What follows belongs to an exercise in optimizing a design on an open flow for small area, a short achievable clock period and few clock cycles; a production flow would make more cautious choices. Only simulation tests tie the RTL to the original design; equivalence was not proved. Power is estimated from default activity; no workload was simulated.

==> flow/design.v <==
`default_nettype none
module addr_decode (
    input  logic [31:0]                      addr,
    output logic [26-1:0]          tag,
    output logic [$clog2(4)-1:0]      index,
    output logic [$clog2(4)-1:0] word_sel,
    output logic [31:0]                      phys_addr,
    output logic                             uncached
);
    logic [3:0]  seg;
    logic [3:0]  phys_seg;
    logic [31:0] folded;
    assign seg = addr[31:28];
    always_comb begin
        case (seg)
            4'h8, 4'ha: phys_seg = 4'h0;
            4'h9, 4'hb: phys_seg = 4'h1;
            default:                            phys_seg = seg;     
        endcase
    end
    assign uncached  = (seg == 4'ha) || (seg == 4'hb);
    assign folded    = {phys_seg, addr[27:0]};
    assign phys_addr = folded;
    assign {tag, index, word_sel} = folded[31:2];
endmodule
`default_nettype wire
`default_nettype none
module cache_way (
    input  logic                                  clk,
    input  logic                                  resetn,     
    input  logic [$clog2(4)-1:0]           index,
    input  logic [26-1:0]               tag,
    input  logic                                  write_en,
    input  logic [4*32-1:0]          fill_line,
    input  logic [26-1:0]               fill_tag,
    input  logic                                  fill_dirty,
    output logic                                  meta_valid,
    output logic                                  meta_dirty,
    output logic [26-1:0]               meta_tag,
    output logic [4*32-1:0]          line,
    output logic                                  hit
);
    localparam int SETS = 4;
    logic [SETS-1:0]                 valid_q;
    logic [SETS-1:0]                 dirty_q;
    logic [26-1:0]         tag_q  [SETS];
    logic [4*32-1:0]    line_q [SETS];
    assign meta_valid = valid_q[index];
    assign meta_dirty = dirty_q[index];
    assign meta_tag   = tag_q[index];
    assign line       = line_q[index];
    assign hit = meta_valid && (meta_tag == tag);
    always_ff @(posedge clk) begin
        if (resetn) begin
            valid_q <= '0;
            dirty_q <= '0;
        end else if (write_en) begin
            valid_q[index] <= 1'b1;
            dirty_q[index] <= fill_dirty;
        end
    end
    always_ff @(posedge clk) begin
        if (write_en) begin
            tag_q[index]  <= fill_tag;
            line_q[index] <= fill_line;     
        end
    end
endmodule
`default_nettype wire
`default_nettype none
module way_select (
    input  logic                                   clk,
    input  logic                                   resetn,     
    input  logic [$clog2(4)-1:0]            index,
    input  logic [4-1:0]                    hits,
    input  logic [4-1:0]                    valids,
    input  logic [4-1:0]                    dirtys,
    input  logic [4*26-1:0]       tags,
    input  logic [4*4*32-1:0]  lines,
    input  logic                                   touch,
    input  logic [1:0]                             touch_way,
    input  logic [$clog2(4)-1:0]            touch_index,
    output logic                                   hit,
    output logic [1:0]                             hit_way,
    output logic [4*32-1:0]           hit_line,
    output logic [1:0]                             victim_way,
    output logic                                   victim_valid,
    output logic                                   victim_dirty,
    output logic [26-1:0]                victim_tag,
    output logic [4*32-1:0]           victim_line
);
    localparam int SETS = 4;
    localparam int LW   = 4 * 32;
    localparam int TB   = 26;
    logic [SETS-1:0][2:0] plru_q;     
    logic [2:0]           cur;
    logic [1:0]           lru_way;
    logic [1:0]           victim;
    assign cur = plru_q[index];
    always_comb begin
        hit_way = '0;
        for (int i = 0; i < 4; i++) begin
            if (hits[i]) hit_way = 2'(i);
        end
    end
    assign lru_way = cur[0] ? {1'b1, cur[2]} : {1'b0, cur[1]};
    always_comb begin
        victim = lru_way;
        for (int i = 4 - 1; i >= 0; i--) begin
            if (!valids[i]) victim = 2'(i);     
        end
    end
    assign hit          = |hits;
    assign hit_line     = lines[hit_way*LW +: LW];
    assign victim_way   = victim;
    assign victim_valid = valids[victim];
    assign victim_dirty = dirtys[victim];
    assign victim_tag   = tags[victim*TB +: TB];
    assign victim_line  = lines[victim*LW +: LW];
    always_ff @(posedge clk) begin
        if (resetn) begin
            plru_q <= '0;
        end else if (touch) begin
            plru_q[touch_index][0] <= ~touch_way[1];     
            if (touch_way[1]) begin
                plru_q[touch_index][2] <= ~touch_way[0];
            end else begin
                plru_q[touch_index][1] <= ~touch_way[0];
            end
        end
    end
endmodule
`default_nettype wire
`default_nettype none
module cache_ctrl (
    input  logic                            clk,
    input  logic                            resetn,     
    input  logic                            req_valid,
    input  logic [3:0]                      req_strobe,
    input  logic [31:0]                     req_data,
    input  logic                            uncached,
    input  logic [31:0]                     phys_addr,
    input  logic [26-1:0]         tag,
    input  logic [1:0]                      index,
    input  logic [1:0]                      word_sel,
    input  logic                            lookup_hit,
    input  logic [1:0]                      lookup_hit_way,
    input  logic [127:0]                    lookup_hit_line,
    input  logic [1:0]                      lookup_victim_way,
    input  logic                            lookup_victim_valid,
    input  logic                            lookup_victim_dirty,
    input  logic [26-1:0]         lookup_victim_tag,
    input  logic [127:0]                    lookup_victim_line,
    output logic                            resp_data_ok,
    output logic [31:0]                     resp_data,
    output logic                            mem_req_valid,
    output logic                            mem_req_is_write,
    output logic [31:0]                     mem_req_addr,
    output logic [3:0]                      mem_req_strobe,
    output logic [31:0]                     mem_req_data,
    output logic                            mem_req_burst,
    input  logic                            mem_resp_ready,
    input  logic                            mem_resp_last,
    input  logic [31:0]                     mem_resp_data,
    output logic [4-1:0]             way_write,
    output logic [127:0]                    fill_line,
    output logic [26-1:0]         fill_tag,
    output logic                            fill_dirty,
    output logic                            touch,
    output logic [1:0]                      touch_way,
    output logic [1:0]                      touch_index
);
    localparam logic [2:0] IDLE      = 3'd0;
    localparam logic [2:0] LOOKUP    = 3'd1;
    localparam logic [2:0] WRITEBACK = 3'd2;
    localparam logic [2:0] REFILL    = 3'd3;
    localparam logic [2:0] UNCACHED  = 3'd4;
    localparam logic [2:0] RESPOND   = 3'd5;
    logic [2:0]              state_q, state_d;
    logic [1:0]              beat_q;
    logic [3:0]              strobe_q;
    logic [31:0]             wdata_q;
    logic [31:0]             paddr_q;
    logic [26-1:0] tag_q;
    logic [26-1:0] wb_tag_q;
    logic [1:0]              index_q;
    logic [1:0]              word_q;
    logic [1:0]              victim_q;
    logic [127:0]            line_q;        
    logic [31:0]             data_q;
    logic [127:0]            merged;
    logic [127:0]            refill_line;
    logic                    beat_done;
    assign beat_done = mem_resp_ready && mem_resp_last;
    always_comb begin
        merged = lookup_hit_line;
        for (int b = 0; b < 4; b++) begin
            if (strobe_q[b]) merged[word_q*32 + 8*b +: 8] = wdata_q[8*b +: 8];
        end
    end
    always_comb begin
        refill_line                 = line_q;
        refill_line[beat_q*32 +: 32] = mem_resp_data;     
    end
    always_comb begin
        state_d          = state_q;
        mem_req_valid    = 1'b0;
        mem_req_is_write = 1'b0;
        mem_req_addr     = '0;
        mem_req_strobe   = '0;
        mem_req_data     = '0;
        mem_req_burst    = 1'b0;
        way_write        = '0;
        fill_line        = merged;
        fill_tag         = tag_q;
        fill_dirty       = 1'b1;
        touch            = 1'b0;
        touch_way        = lookup_hit_way;
        touch_index      = index_q;
        case (state_q)
            IDLE: begin
                if (req_valid) state_d = uncached ? UNCACHED : LOOKUP;
            end
            LOOKUP: begin
                if (lookup_hit) begin
                    touch = 1'b1;
                    if (|strobe_q) way_write = 4'b0001 << lookup_hit_way;
                    state_d = RESPOND;
                end else if (lookup_victim_valid && lookup_victim_dirty) begin
                    state_d = WRITEBACK;
                end else begin
                    state_d = REFILL;
                end
            end
            WRITEBACK: begin
                mem_req_valid    = 1'b1;
                mem_req_is_write = 1'b1;
                mem_req_addr     = {wb_tag_q, index_q, 4'b0000};
                mem_req_strobe   = 4'hf;
                mem_req_data     = line_q[beat_q*32 +: 32];
                mem_req_burst    = 1'b1;
                if (beat_done) state_d = REFILL;
            end
            REFILL: begin
                mem_req_valid = 1'b1;
                mem_req_addr  = {tag_q, index_q, 4'b0000};
                mem_req_burst = 1'b1;
                if (beat_done) begin
                    way_write  = 4'b0001 << victim_q;
                    fill_line  = refill_line;
                    fill_dirty = 1'b0;
                    state_d    = LOOKUP;     
                end
            end
            UNCACHED: begin
                mem_req_valid    = 1'b1;
                mem_req_is_write = |strobe_q;
                mem_req_addr     = paddr_q;
                mem_req_strobe   = strobe_q;
                mem_req_data     = wdata_q;
                if (beat_done) state_d = RESPOND;
            end
            RESPOND: state_d = IDLE;
            default: state_d = IDLE;
        endcase
    end
    always_ff @(posedge clk) begin
        if (resetn) begin
            state_q <= IDLE;
            beat_q  <= '0;
        end else begin
            state_q <= state_d;
            if (mem_req_valid && mem_resp_ready) begin
                beat_q <= mem_resp_last ? 2'b00 : beat_q + 2'b01;
            end
        end
    end
    always_ff @(posedge clk) begin
        case (state_q)
            IDLE: begin
                if (req_valid) begin
                    strobe_q <= req_strobe;
                    wdata_q  <= req_data;
                    paddr_q  <= phys_addr;
                    tag_q    <= tag;
                    index_q  <= index;
                    word_q   <= word_sel;
                end
            end
            LOOKUP: begin
                data_q   <= lookup_hit_line[word_q*32 +: 32];
                victim_q <= lookup_victim_way;
                wb_tag_q <= lookup_victim_tag;
                line_q   <= lookup_victim_line;
            end
            REFILL: begin
                if (mem_resp_ready) line_q <= refill_line;
            end
            UNCACHED: begin
                if (mem_resp_ready) data_q <= mem_resp_data;
            end
            default: ;
        endcase
    end
    assign resp_data_ok = (state_q == RESPOND);
    assign resp_data    = data_q;
endmodule
`default_nettype wire
`default_nettype none
module dcache_top (
    input  logic        clk,
    input  logic        rst,             
    input  logic        dreq_valid,
    input  logic [31:0] dreq_addr,
    input  logic [3:0]  dreq_strobe,     
    input  logic [31:0] dreq_data,
    output logic        dresp_data_ok,   
    output logic [31:0] dresp_data,
    output logic        creq_valid,
    output logic        creq_is_write,
    output logic [31:0] creq_addr,       
    output logic [3:0]  creq_strobe,
    output logic [31:0] creq_data,       
    output logic        creq_burst,      
    input  logic        cresp_ready,
    input  logic        cresp_last,
    input  logic [31:0] cresp_data
);
    localparam int W  = 4;
    localparam int LW = 4 * 32;
    localparam int TB = 26;
    logic [31:0]     phys_addr;
    logic [TB-1:0]   tag;
    logic [1:0]      index;
    logic [1:0]      word_sel;
    logic            uncached;
    logic [W-1:0]    hits;
    logic [W-1:0]    way_write;
    logic [W-1:0]    valids;
    logic [W-1:0]    dirtys;
    logic [W*TB-1:0] tags;
    logic [W*LW-1:0] lines;
    logic [LW-1:0]   fill_line;
    logic [TB-1:0]   fill_tag;
    logic            fill_dirty;
    logic            lookup_hit;
    logic [1:0]      lookup_hit_way;
    logic [LW-1:0]   lookup_hit_line;
    logic [1:0]      lookup_victim_way;
    logic            lookup_victim_valid;
    logic            lookup_victim_dirty;
    logic [TB-1:0]   lookup_victim_tag;
    logic [LW-1:0]   lookup_victim_line;
    logic            touch;
    logic [1:0]      touch_way;
    logic [1:0]      touch_index;
    addr_decode u_decode (
        .addr      (dreq_addr),
        .tag       (tag),
        .index     (index),
        .word_sel  (word_sel),
        .phys_addr (phys_addr),
        .uncached  (uncached)
    );
    for (genvar i = 0; i < W; i++) begin : g_way
        cache_way u_way (
            .clk        (clk),
            .resetn     (rst),
            .index      (index),
            .tag        (tag),
            .write_en   (way_write[i]),
            .fill_line  (fill_line),
            .fill_tag   (fill_tag),
            .fill_dirty (fill_dirty),
            .meta_valid (valids[i]),
            .meta_dirty (dirtys[i]),
            .meta_tag   (tags[i*TB +: TB]),
            .line       (lines[i*LW +: LW]),
            .hit        (hits[i])
        );
    end
    way_select u_select (
        .clk          (clk),
        .resetn       (rst),
        .index        (index),
        .hits         (hits),
        .valids       (valids),
        .dirtys       (dirtys),
        .tags         (tags),
        .lines        (lines),
        .touch        (touch),
        .touch_way    (touch_way),
        .touch_index  (touch_index),
        .hit          (lookup_hit),
        .hit_way      (lookup_hit_way),
        .hit_line     (lookup_hit_line),
        .victim_way   (lookup_victim_way),
        .victim_valid (lookup_victim_valid),
        .victim_dirty (lookup_victim_dirty),
        .victim_tag   (lookup_victim_tag),
        .victim_line  (lookup_victim_line)
    );
    cache_ctrl u_ctrl (
        .clk                 (clk),
        .resetn              (rst),
        .req_valid           (dreq_valid),
        .req_strobe          (dreq_strobe),
        .req_data            (dreq_data),
        .uncached            (uncached),
        .phys_addr           (phys_addr),
        .tag                 (tag),
        .index               (index),
        .word_sel            (word_sel),
        .lookup_hit          (lookup_hit),
        .lookup_hit_way      (lookup_hit_way),
        .lookup_hit_line     (lookup_hit_line),
        .lookup_victim_way   (lookup_victim_way),
        .lookup_victim_valid (lookup_victim_valid),
        .lookup_victim_dirty (lookup_victim_dirty),
        .lookup_victim_tag   (lookup_victim_tag),
        .lookup_victim_line  (lookup_victim_line),
        .resp_data_ok        (dresp_data_ok),
        .resp_data           (dresp_data),
        .mem_req_valid       (creq_valid),
        .mem_req_is_write    (creq_is_write),
        .mem_req_addr        (creq_addr),
        .mem_req_strobe      (creq_strobe),
        .mem_req_data        (creq_data),
        .mem_req_burst       (creq_burst),
        .mem_resp_ready      (cresp_ready),
        .mem_resp_last       (cresp_last),
        .mem_resp_data       (cresp_data),
        .way_write           (way_write),
        .fill_line           (fill_line),
        .fill_tag            (fill_tag),
        .fill_dirty          (fill_dirty),
        .touch               (touch),
        .touch_way           (touch_way),
        .touch_index         (touch_index)
    );
endmodule
`default_nettype wire
==> flow/run.sh <==
#!/bin/bash
# synth_recipe.tcl (not shown) runs the flow's synth.tcl, then flattens the netlist and writes it again
# the make line also repeats each setting of config.mk as NAME=value (left out here)
make -C /OpenROAD-flow-scripts/flow DESIGN_CONFIG=/design/flow/config.mk WORK_HOME=/design/flow/orfs CLKGATE_MAP_FILE= SYNTH_SCRIPT=/design/flow/synth_recipe.tcl finish
==> flow/config.mk <==
export PLATFORM = sky130hd
export DESIGN_NAME = dcache_top
export DESIGN_NICKNAME = dcache_top
export VERILOG_FILES = /design/flow/design.v
export SDC_FILE = /design/flow/constraint.sdc
export NUM_CORES = 4
export LEC_CHECK = 0
export CAP_MARGIN = 20
export CORE_MARGIN = 2
export CORE_UTILIZATION = 40
export SLEW_MARGIN = 20
==> flow/constraint.sdc <==
create_clock -name core_clock -period 7.0 [get_ports {clk}]
set_input_delay 1.4000 -clock core_clock [delete_from_list [all_inputs] [get_ports {clk}]]
set_output_delay 1.4000 -clock core_clock [all_outputs]
set_load 0.01 [all_outputs]
==> results.txt <==
## per-stage QoR
stage	hold slack (ns)	setup slack (ns)	util, %	cell area [um2]
after floorplan	0.4315	0.2042	-	117900
after global placement	0.4454	0.3468	42.91	126000
after detailed placement	0.4541	0.4326	42.91	126000
after CTS	0.4668	1.259	46.07	135200
after global routing	0.4906	1.115	46.29	135900
final	0.4705	1.214	46.30	135900
## synth_stat cells, drive strengths merged, types with 3 or more instances
master | n | area share, %
o21ai | 164 | 0.70
or4 | 11 | 0.070
and3 | 40 | 0.21
nor3b | 6 | 0.038
mux4 | 646 | 12
o211ai | 21 | 0.13
buf | 170 | 0.89
clkbuf | 318 | 1.0
nand4 | 24 | 0.13
nor3 | 23 | 0.10
a211oi | 18 | 0.11
mux2 | 114 | 1.1
o22a | 3 | 0.022
nand2 | 745 | 2.4
mux2i | 175 | 1.5
inv | 36 | 0.11
nor4b | 3 | 0.022
a21o | 10 | 0.064
dfxtp | 49 | 0.83
o221ai | 125 | 0.93
or3 | 23 | 0.12
a21oi | 292 | 1.2
o22ai | 34 | 0.18
xnor2 | 71 | 0.53
a2111oi | 3 | 0.023
a22oi | 62 | 0.40
a22o | 59 | 0.44
edfxtp | 2720 | 69
o2111ai | 5 | 0.037
a222oi | 21 | 0.18
ha | 24 | 0.25
nor2 | 234 | 0.75
and2 | 13 | 0.069
a31oi | 31 | 0.16
o31ai | 3 | 0.019
xor2 | 26 | 0.19
nor4 | 10 | 0.058
o21a | 9 | 0.057
nand2b | 10 | 0.053
nor2b | 140 | 0.74
nand3 | 529 | 2.2
a221oi | 4 | 0.030
and4 | 6 | 0.045
## per-layer routing
layer / vias up / track usage [%]
li1: 28831 / -
met1: 37725 / 34.20
met2: 4789 / 37.85
met3: 971 / 6.090
met4: 16 / 10.16
met5: - / 0
## cells by family after synthesis
group | count (synthesis) | synth area share (%)
adders and majority gates | 24 | 0.2549
and+or+nand+nor | 1822 | 7.068
muxes | 935 | 14.94
buffers and inverters | 524 | 2.019
AOI/OAI and AO/OA | 877 | 4.825
DFF | 2769 | 70.17
xor gates and xnor gates | 97 | 0.7212
## cell type report
cell class	instances	area (um2)
fill	24814	157600
sequential	2769	82660
multi-input combinational	3755	33550
clock buffer	363	7680
timing repair buffer	482	5303
tap	3919	4903
clock inverter	150	1585
inverter	36	195.2
antenna	10	25.02
## worst min-delay path by stage
stage	start	end	cells past startpoint
finish	g_way[2].u_way.valid_q[2]$_SDFFE_PP0P_	g_way[2].u_way.valid_q[2]$_SDFFE_PP0P_	2
global placement	g_way[3].u_way.valid_q[2]$_SDFFE_PP0P_	g_way[3].u_way.valid_q[2]$_SDFFE_PP0P_	2
CTS	g_way[2].u_way.valid_q[2]$_SDFFE_PP0P_	g_way[2].u_way.valid_q[2]$_SDFFE_PP0P_	2
detailed placement	g_way[2].u_way.valid_q[2]$_SDFFE_PP0P_	g_way[2].u_way.valid_q[2]$_SDFFE_PP0P_	2
global route	g_way[3].u_way.valid_q[1]$_SDFFE_PP0P_	g_way[3].u_way.valid_q[1]$_SDFFE_PP0P_	2
floorplan	g_way[0].u_way.valid_q[2]$_SDFFE_PP0P_	g_way[0].u_way.valid_q[2]$_SDFFE_PP0P_	2
## worst min-delay path, stage by stage (launching register included)
cell and delay [ns]:
dfxtp_1 0.32, nor2_1 0.05, nor2_1 0.07
## power by group through the flow
stage | Sequential (uW) | Combinational (uW) | Clock, uW
2_1_floorplan | 19400 | 1740 | 0
3_5_place_dp | 19500 | 3100 | 0
3_3_place_gp | 19500 | 3050 | 0
6_report | 19200 | 3230 | 15300
4_1_cts | 19200 | 3120 | 15400
5_1_grt | 19200 | 3400 | 16100
## sequential cells by signal, indices dropped and copies added, names as in the netlist, 12 cells and up
signal / cells
u_ctrl.line_q: 128
g_way.u_way.line_q: 2048
u_ctrl.wb_tag_q: 26
u_select.plru_q: 12
g_way.u_way.tag_q: 416
u_ctrl.data_q: 32
u_ctrl.wdata_q: 32
g_way.u_way.valid_q: 16
g_way.u_way.dirty_q: 16
u_ctrl.paddr_q: 29
==> flow_metrics.tcl <==
set metrics [dict create \
    cp_top_family "buffers and inverters" \
    dr_total_vias 72332 \
    final_nets 7467 \
    cap_violations 0 \
    r2r_cells 10 \
    maxUsedRoutingLayer "met5" \
    internal_power_uw 28650 \
    cts_tree "done" \
    grt_max_degree 119 \
    antenna_left 0 \
    critPathKind "flop to primary output" \
    synth_top_flop_cell "edfxtp_1" \
    period_minus_slack_ns 5.786 \
    finClkSkew_ns 0.07226 \
    vdd_drop_max_uv 204.1 \
    vias_per_cell 6.299 \
    synth.distinct_cells 70 \
    yosys_register_bits 2769 \
    combPwrFrac_pct 8.6 \
    start_util_pct 40.13 \
    hold_buffers 0 \
    h-tree-depth 5 \
    timing.rr.end "g_way[1].u_way.line_q[0][98]$_DFFE_PP_" \
    switching_share_pct 23.93 \
    total_power_uw 37660 \
    fin_crit_sh_pct 82.65 \
    clk_latency_ns 0.94 \
    drt_iter0_markers 10082 \
    track_usage_pct 24.83 \
    final_common_cell "edfxtp_1" \
    post_cts_buffers 0 \
    p_leak_uw 0.04399 \
    syn_avg_cell_area_um2 16.71 \
    syn-num-nets 7177 \
    route.detailed.drc 0 \
    yosysSeqAreaShare_pct 70.17 \
    setup_viol 0 \
    worst_ep_required_time_ns 5.60 \
    rsz0062_at_grt "no" \
    p_sw_uw 9011 \
    cpPeakStageDelay_ns 0.83 \
    worst_setup_path_start_kind "flop" \
    arrival_ns 4.39 \
    tns_ns 0 \
    met1Wirelength_mm 148.6 \
    io_buffer_count 208 \
    crit_path_start "u_ctrl.state_q[1]$_SDFFE_PP0P_" \
    antenna_found_initial 23 \
    cp-endpoint "creq_data[24]" \
    clk_pin_slew_ns 0.06 \
    cts_buffers 294 \
    powerDensity_nw_per_um2 277.1 \
    cp_cell_sequence "nand2b_1, nor2_4, buf_4, a22o_1, clkdlybuf4s50_1" \
    maxSlewViolCount 0 \
    synthesis.area_um2 117800 \
    drive_gt1_share_pct 20.93 \
    cp.depth 5 \
    dpl.cell_count 10952 \
    dr.pass1.iters 6 \
    grt-ovfl-total 0 \
    hold_class "flop to flop" \
    synth-edff-count 2720 \
    r2r_setup_slack_ns 2.13 \
    hold_viol 0 \
    r2r_start "g_way[3].u_way.tag_q[1][16]$_DFFE_PP_" \
    syn2layout_area_growth_pct 15.38 \
    worst-path-max-fanout 17 \
    num_rows 199 \
    cts.sinks 2769 \
    final_cell_mix "edfxtp_1 (2720), nand2_1 (742), mux4_2 (643)" \
    cts_resized 0 \
    ys_async_sr_fraction_pct 0 \
    yosysWarningCount 4 \
    worstMarginPinSlew_ns 1.197 \
    io_pins 209 \
    grt_pass1_wl_mm 531.3 \
    layout.cells.non_filler 11484 \
    cts-root-buf "clkbuf_16" \
    power_frac_seq_pct 50.9 \
    grt_pass1_vias 69552 \
    dr_wl_met3_mm 42.30 \
    p_clk_share_pct 40.5 \
    wl_per_cell_um 33.18 \
    clockBufferDepth 4 \
    die_area_um2 298800 \
    core_area_um2 293600 \
    status "complete, no violations" \
    wl_met2_mm 172.8 \
    die_h_um 546.7 \
    end_kind "primary output" \
    slowest_stage "dfxtp_1" \
    die_w_um 546.7 \
    crit_buf_inv 2 \
    slew-limit-headroom_pct 20.20 \
    syn_inst 7048 \
    max_freq_ghz 0.1728 \
    globalplace.congestion 0.8429 \
    wirelength_mm 381.0 \
    dp_hpwl_mm 213.4 \
]
Testbench counts, summed over its fixed seeds: cycles 123,009.

==> what the ideal ports hide <==
The results above use ideal ports. As a check the final layout listed here was re-extracted and re-timed, cells and wires unchanged. Step 1, drivers: a clkbuf_16 drives clk and a buf_2 each remaining input, both assumed. Step 2, shift: input delay + t, output delay - t, t = (earliest + latest rising clock arrival at the registers) / 2. This alone moves slack from input paths to output paths. Slacks: ideal / step 1 / step 2; pairs: ideal / step 1.
shift t [ns]: 1.015
setup slack, ns: 1.214 / 1.107 / 0.318
worst hold slack (ns): 0.470 / 0.470 / 0.470
clock arrival spread, ns: 0.081 / 0.080
worst slew at a driven data input, ns: 0.26
After both steps this run still meets setup and hold. The setup slack of this run moves by -0.107 ns with the drivers and by -0.896 ns with both steps.
